Source: an optimization exercise on an open RTL-to-GDS flow (aim: small area and few clock cycles per item). Production flows keep margins and buffers that such runs may drop.
At most, simulation tests tie the RTL to the original design; equivalence was not proved.

Setup of alpha:
// scan_polar_to_cartesian_wall_filter_top
module scan_polar_to_cartesian_wall_filter_top (
  input  logic                clk,
  input  logic                rst,
  input  logic                sample_valid,
  output logic                sample_ready,
  input  logic [15:0]         sample_range,
  input  logic                sample_scan_start,
  output logic                point_valid,
  input  logic                point_ready,
  output logic signed [16:0]  point_x,
  output logic signed [16:0]  point_y,
  output logic [8:0]          point_angle,
  input  logic                cfg_we,
  input  logic [1:0]          cfg_index,
  input  logic [16:0]         cfg_data
);
For scale: roughly 2,900 cells after synthesis, about 110 flip-flops, roughly 86 I/O pins, roughly 0.023 mm2 of cells after synthesis.
Settings: LEC_CHECK=0, CAP_MARGIN=20, CORE_MARGIN=2, CORE_UTILIZATION=40, GPL_TIMING_DRIVEN=0, SLEW_MARGIN=20; clock period 8.0 ns.
run.sh (not shown) runs the stock make flow with config.mk's settings and CLKGATE_MAP_FILE= SYNTH_SCRIPT=/design/flow/synth_recipe.tcl, a recipe that flattens the netlist after the stock synthesis.
alpha: all stages complete, timing, DRC and antenna checks passed
Edits applied to the flow inputs when going from alpha to beta:
Settings: changing GPL_TIMING_DRIVEN from 0 to 1; changing CORE_UTILIZATION from 40 to 65; setting CTS_BUF_LIST to sky130_fd_sc_hd__clkbuf_8 for the first time.
## What came out
Per the final summary, beta finished and its layout is clean on timing, DRC and antenna. Measured against each other, beta and alpha differ in fraction of the cycle the final worst path needs, the higher figure coming from alpha. Compared with alpha, beta shows a final area that is 900 um2 lower. Per the comparison of beta with alpha, filler cell count in the final layout went down, via count fell about 3.6%, worst slack at placement rose 2.54 ns, initial antenna violation count went down 3. The sequential share of layout area in beta sits 0.37 points above the value recorded for alpha. Looking at beta and alpha, the final-layout worst hold slack is a wash. Diff alpha -> beta | number of vias per cell | increase of about 9%. Taking alpha as 1.0, beta lands at 0.847 on wire length of the first global-routing pass.
Function was not checked in any run of this note: the RTL went through the layout flow alone.

* * *

## run A
scan_polar_to_cartesian_wall_filter_top, a different RTL version from the one above (not shown whole).
Size: about 2300 cells after synthesis, ~110 flip-flops, about 19000 um^2 of cells after synthesis.
==> flow/design.v (excerpt) <==
module scan_polar_to_cartesian_wall_filter_top (
  input  logic                clk,
  input  logic                rst,
  input  logic                sample_valid,
  output logic                sample_ready,
  input  logic [15:0]         sample_range,
  input  logic                sample_scan_start,
  output logic                point_valid,
  input  logic                point_ready,
  output logic signed [16:0]  point_x,
  output logic signed [16:0]  point_y,
  output logic [8:0]          point_angle,
  input  logic                cfg_we,
  input  logic [1:0]          cfg_index,
  input  logic [16:0]         cfg_data
);
Settings: LEC_CHECK=0, CAP_MARGIN=20, CORE_MARGIN=2, CORE_UTILIZATION=65, SLEW_MARGIN=20; clock period 8.0 ns.
standard.sh (not shown) runs the stock make flow with config.mk's settings and CLKGATE_MAP_FILE= SYNTH_SCRIPT=/design/flow/synth_recipe.tcl, a recipe that flattens the netlist after the stock synthesis.
==> flow/flow/run.sh <==
#!/bin/bash
# Own flow: the standard flow's layout (standard.sh) with its synthesis changed in two ways:
#  - Yosys's synth skips its quick ABC run (synth -noabc), so the adders are extracted
#    from the logic as written and the full adders of the multipliers keep their
#    polarity;
#  - the final ABC maps the logic for area (flow/abc_area.script) instead of ORFS's
#    delay script.
# Everything else in synthesis (passes, flattening, renaming, flip-flop mapping) is
# unchanged, so the registers are the standard synthesis's. Their instance names carry
# Yosys's cell-type suffix, which can differ in enable and reset polarity, so they are
# given the names the standard synthesis (run first) gave them. If the registers do not
# pair one to one, the standard synthesis's netlist is used as it is.
# Each tool's output goes to a log file here.
set -euo pipefail
W=$PWD
F=$W/flow
RES=$W/orfs/results/sky130hd/scan_polar_to_cartesian_wall_filter_top/base

# The standard synthesis, for its register names.
bash "$W/standard.sh" synth > "$W/std_synth.log" 2>&1
cp "$RES/1_2_yosys.v" "$W/std_1_2_yosys.v"
cp -r "$W/orfs" "$W/std_orfs"

# ORFS's synth.tcl with the two changes.
sed -e "s|log_cmd abc {\*}\$abc_args|set abc_args [lreplace \$abc_args 1 1 $F/abc_area.script]; log_cmd abc {*}\$abc_args|" \
  -e "s|synth -top \$::env(DESIGN_NAME) -run fine: {\*}\$synth_full_args|synth -top \$::env(DESIGN_NAME) -run fine: -noabc {*}\$synth_full_args|" \
  "$FLOW_HOME/scripts/synth.tcl" > "$W/orfs_synth_area.tcl"
grep -q "abc_area.script" "$W/orfs_synth_area.tcl"
grep -q "run fine: -noabc" "$W/orfs_synth_area.tcl"
# The standard flow's synthesis script, sourcing that copy.
sed "s|source \$::env(SCRIPTS_DIR)/synth.tcl|source $W/orfs_synth_area.tcl|" "$W/synth_recipe.tcl" > "$W/own_synth.tcl"
grep -q "orfs_synth_area.tcl" "$W/own_synth.tcl"
# standard.sh with the synthesis script swapped.
sed "s|$W/synth_recipe.tcl|$W/own_synth.tcl|" "$W/standard.sh" > "$W/own_standard.sh"
grep -q "own_synth.tcl" "$W/own_standard.sh"

rm -rf "$W/orfs"
if bash "$W/own_standard.sh" "$RES/1_2_yosys.v" > "$W/own_synth.log" 2>&1 &&
   python3 "$F/rename_regs.py" "$RES/1_2_yosys.v" "$W/std_1_2_yosys.v" "$W/renamed_1_2_yosys.v" > "$W/rename.log" 2>&1; then
  cp "$W/renamed_1_2_yosys.v" "$RES/1_2_yosys.v"
  bash "$W/own_standard.sh" synth >> "$W/own_synth.log" 2>&1
else
  echo "own synthesis not used" >> "$W/rename.log"
  rm -rf "$W/orfs"
  cp -r "$W/std_orfs" "$W/orfs"
fi
rm -rf "$W/std_orfs"

# The rest of the standard flow's layout from that netlist.
bash "$W/standard.sh" finish > "$W/layout.log" 2>&1
test -f "$W/out/final.def"
Other scripts of this flow, unchanged in this note and not shown: flow/flow/abc_area.script, flow/flow/rename_regs.py
Testbench counts of run A, summed over its fixed seeds: cycles 23,072, items 23,040.
Modified inputs, run B compared to run A
diff --git a/flow/flow/run.sh b/flow/flow/run.sh
--- a/flow/flow/run.sh
+++ b/flow/flow/run.sh
@@ -1,9 +1,13 @@
 #!/bin/bash
-# Own flow: the standard flow's layout (standard.sh) with its synthesis changed in two ways:
+# Own flow: the standard flow's layout (standard.sh) with its synthesis changed in three ways:
 #  - Yosys's synth skips its quick ABC run (synth -noabc), so the adders are extracted
 #    from the logic as written and the full adders of the multipliers keep their
 #    polarity;
+#  - adders use Yosys's own carry lookahead (Brent-Kung) instead of ORFS's Kogge-Stone
+#    extra map;
 #  - the final ABC maps the logic for area (flow/abc_area.script) instead of ORFS's
 #    delay script.
+# The layout then buffers each port with the smallest buffer, buf_1, instead of the
+# delay cell buffer_ports picks by itself.
 # Everything else in synthesis (passes, flattening, renaming, flip-flop mapping) is
 # unchanged, so the registers are the standard synthesis's. Their instance names carry
@@ -22,10 +26,12 @@
 cp -r "$W/orfs" "$W/std_orfs"
 
-# ORFS's synth.tcl with the two changes.
+# ORFS's synth.tcl with the three changes.
 sed -e "s|log_cmd abc {\*}\$abc_args|set abc_args [lreplace \$abc_args 1 1 $F/abc_area.script]; log_cmd abc {*}\$abc_args|" \
   -e "s|synth -top \$::env(DESIGN_NAME) -run fine: {\*}\$synth_full_args|synth -top \$::env(DESIGN_NAME) -run fine: -noabc {*}\$synth_full_args|" \
+  -e "s|\"-extra-map \$::env(FLOW_HOME)/platforms/common/lcu_kogge_stone.v\"|\"\"|" \
   "$FLOW_HOME/scripts/synth.tcl" > "$W/orfs_synth_area.tcl"
 grep -q "abc_area.script" "$W/orfs_synth_area.tcl"
 grep -q "run fine: -noabc" "$W/orfs_synth_area.tcl"
+if grep -q "lcu_kogge_stone" "$W/orfs_synth_area.tcl"; then exit 1; fi
 # The standard flow's synthesis script, sourcing that copy.
 sed "s|source \$::env(SCRIPTS_DIR)/synth.tcl|source $W/orfs_synth_area.tcl|" "$W/synth_recipe.tcl" > "$W/own_synth.tcl"
@@ -48,4 +54,4 @@
 
 # The rest of the standard flow's layout from that netlist.
-bash "$W/standard.sh" finish > "$W/layout.log" 2>&1
+bash "$W/standard.sh" "BUFFER_PORTS_ARGS=-buffer_cell sky130_fd_sc_hd__buf_1" finish > "$W/layout.log" 2>&1
 test -f "$W/out/final.def"
### Flow results
- Final period demand of the worst path for run B is higher than for run A.
- Run B: worst-case reg-to-reg path depth is 5 higher than what run A reported.
- Run B ends up with lower number of fill cells than run A does.
- | overall die height | run B vs run A | 0.84% lower |
- As of run B, length of routed met3 wiring had risen by a little under 10% compared to run A.
- Diff run A..run B | last weighted congestion value of the routability-driven placer | negligible
- Looking only at arrival time of data at the critical path endpoint, and setting everything else aside, the higher value of run B and run A goes to run B.
- In the final reports, the cell area of run B is smaller than that of run A.
- Re die area: run B and run A aren't equal, and the higher value belongs to run A.
Changes in run C relative to run B:
diff --git a/flow/config.mk b/flow/config.mk
--- a/flow/config.mk
+++ b/flow/config.mk
@@ -8,4 +8,5 @@
 export CAP_MARGIN = 20
 export CORE_MARGIN = 2
-export CORE_UTILIZATION = 65
+export CORE_UTILIZATION = 75
+export CTS_CLUSTER_SIZE = 10
 export SLEW_MARGIN = 20
==> notes.md <==
The remaining runs in run C and run B completed every stage, whereas run C halted early.
Count of distinct cell types in the synthesized netlist came out exactly the same in run C and run B.
Across both runs, final RePlAce weighted congestion was higher for run C than for run B.
Synthesized area: run B vs run C identical
Run C vs run B, placed instance count went down by 57.
Modified inputs, run D compared to run C
diff --git a/flow/config.mk b/flow/config.mk
--- a/flow/config.mk
+++ b/flow/config.mk
@@ -8,5 +8,6 @@
 export CAP_MARGIN = 20
 export CORE_MARGIN = 2
-export CORE_UTILIZATION = 75
-export CTS_CLUSTER_SIZE = 10
+export CORE_UTILIZATION = 65
+export GPL_TIMING_DRIVEN = 0
+export SETUP_SLACK_MARGIN = 0.4
 export SLEW_MARGIN = 20
[summary]
Going from run C to run D, count of instances resized after the clock tree is built grows by 49. Diff run C -> run D | detailed placement HPWL | decrease of 9.3%. From run D to run C, total CTS buffers did not move at all. Per the comparison of run D with run C, instance area after placement -about 2%; chip width +about 7%. Run C has lower die height than run D. In terms of synthesized cell count, run D and run C differ only marginally. Run D has completed all stages; timing, DRC and antenna checks passed. Run D against run C: routability-driven placement congestion ratio fell about 13%, worst slack at placement fell 0.75 ns, instance count after placement with tap cells included fell about 1%.
Setup changes, run D to run E
diff --git a/flow/config.mk b/flow/config.mk
--- a/flow/config.mk
+++ b/flow/config.mk
@@ -10,4 +10,4 @@
 export CORE_UTILIZATION = 65
 export GPL_TIMING_DRIVEN = 0
-export SETUP_SLACK_MARGIN = 0.4
+export SETUP_SLACK_MARGIN = 0.3
 export SLEW_MARGIN = 20
==> comparison <==
- Run E reached the final stage; the timing, DRC and antenna checks on its layout passed.
- Reported for run D and run E, number of sinks driven by the clock tree turned out identical to the last digit.
- Against run D, run E reports a pin slew with the least headroom to its limit that is lower.
- From run D to run E the numbers moved as follows: global-route wire length before repair grew by 0.34%, fmax shrank by about 3%, setup slack shrank by 0.24 ns.

-- separate check: timing with driven ports --
How much do the figures lean on ideal ports? The routed layouts below were timed once more, with nothing changed but the port constraints.
Step 1: set_driving_cell puts a clkbuf_16 on clk and a buf_2 on each other input, an assumption about the parent block.
Step 2 also shifts input and output timing later by t, the mid clock arrival at the registers, as if the neighbouring blocks saw the same clock.
Three values: no drivers, after step 1, after step 2; two values: the first two.
| run | shift t [ns] | slack for setup (ns) | worst hold slack (ns) | clock arrival spread, ns |
|---|---|---|---|---|
| alpha | 0.538 | 0.236 / 0.234 / -0.304 | 0.460 / 0.460 / 0.460 | 0.014 / 0.014 |
| beta | 0.574 | 0.379 / 0.407 / -0.166 | 0.460 / 0.460 / 0.460 | 0.035 / 0.035 |
| run A | 0.438 | 0.433 / 0.395 / 0.018 | 0.460 / 0.460 / 0.460 | 0.025 / 0.025 |
| run B | 0.405 | 0.211 / 0.160 / -0.245 | 0.459 / 0.459 / 0.459 | 0.021 / 0.021 |
| run D | 0.417 | 0.365 / 0.353 / -0.064 | 0.461 / 0.461 / 0.461 | 0.017 / 0.018 |
| run E | 0.425 | 0.128 / 0.148 / -0.277 | 0.460 / 0.460 / 0.460 | 0.019 / 0.019 |
With both steps, setup timing fails in 5 of these runs, where it was met with ideal ports. The setup slack of beta, which loses most, moves by +0.028 ns with the drivers and by -0.545 ns with both steps.
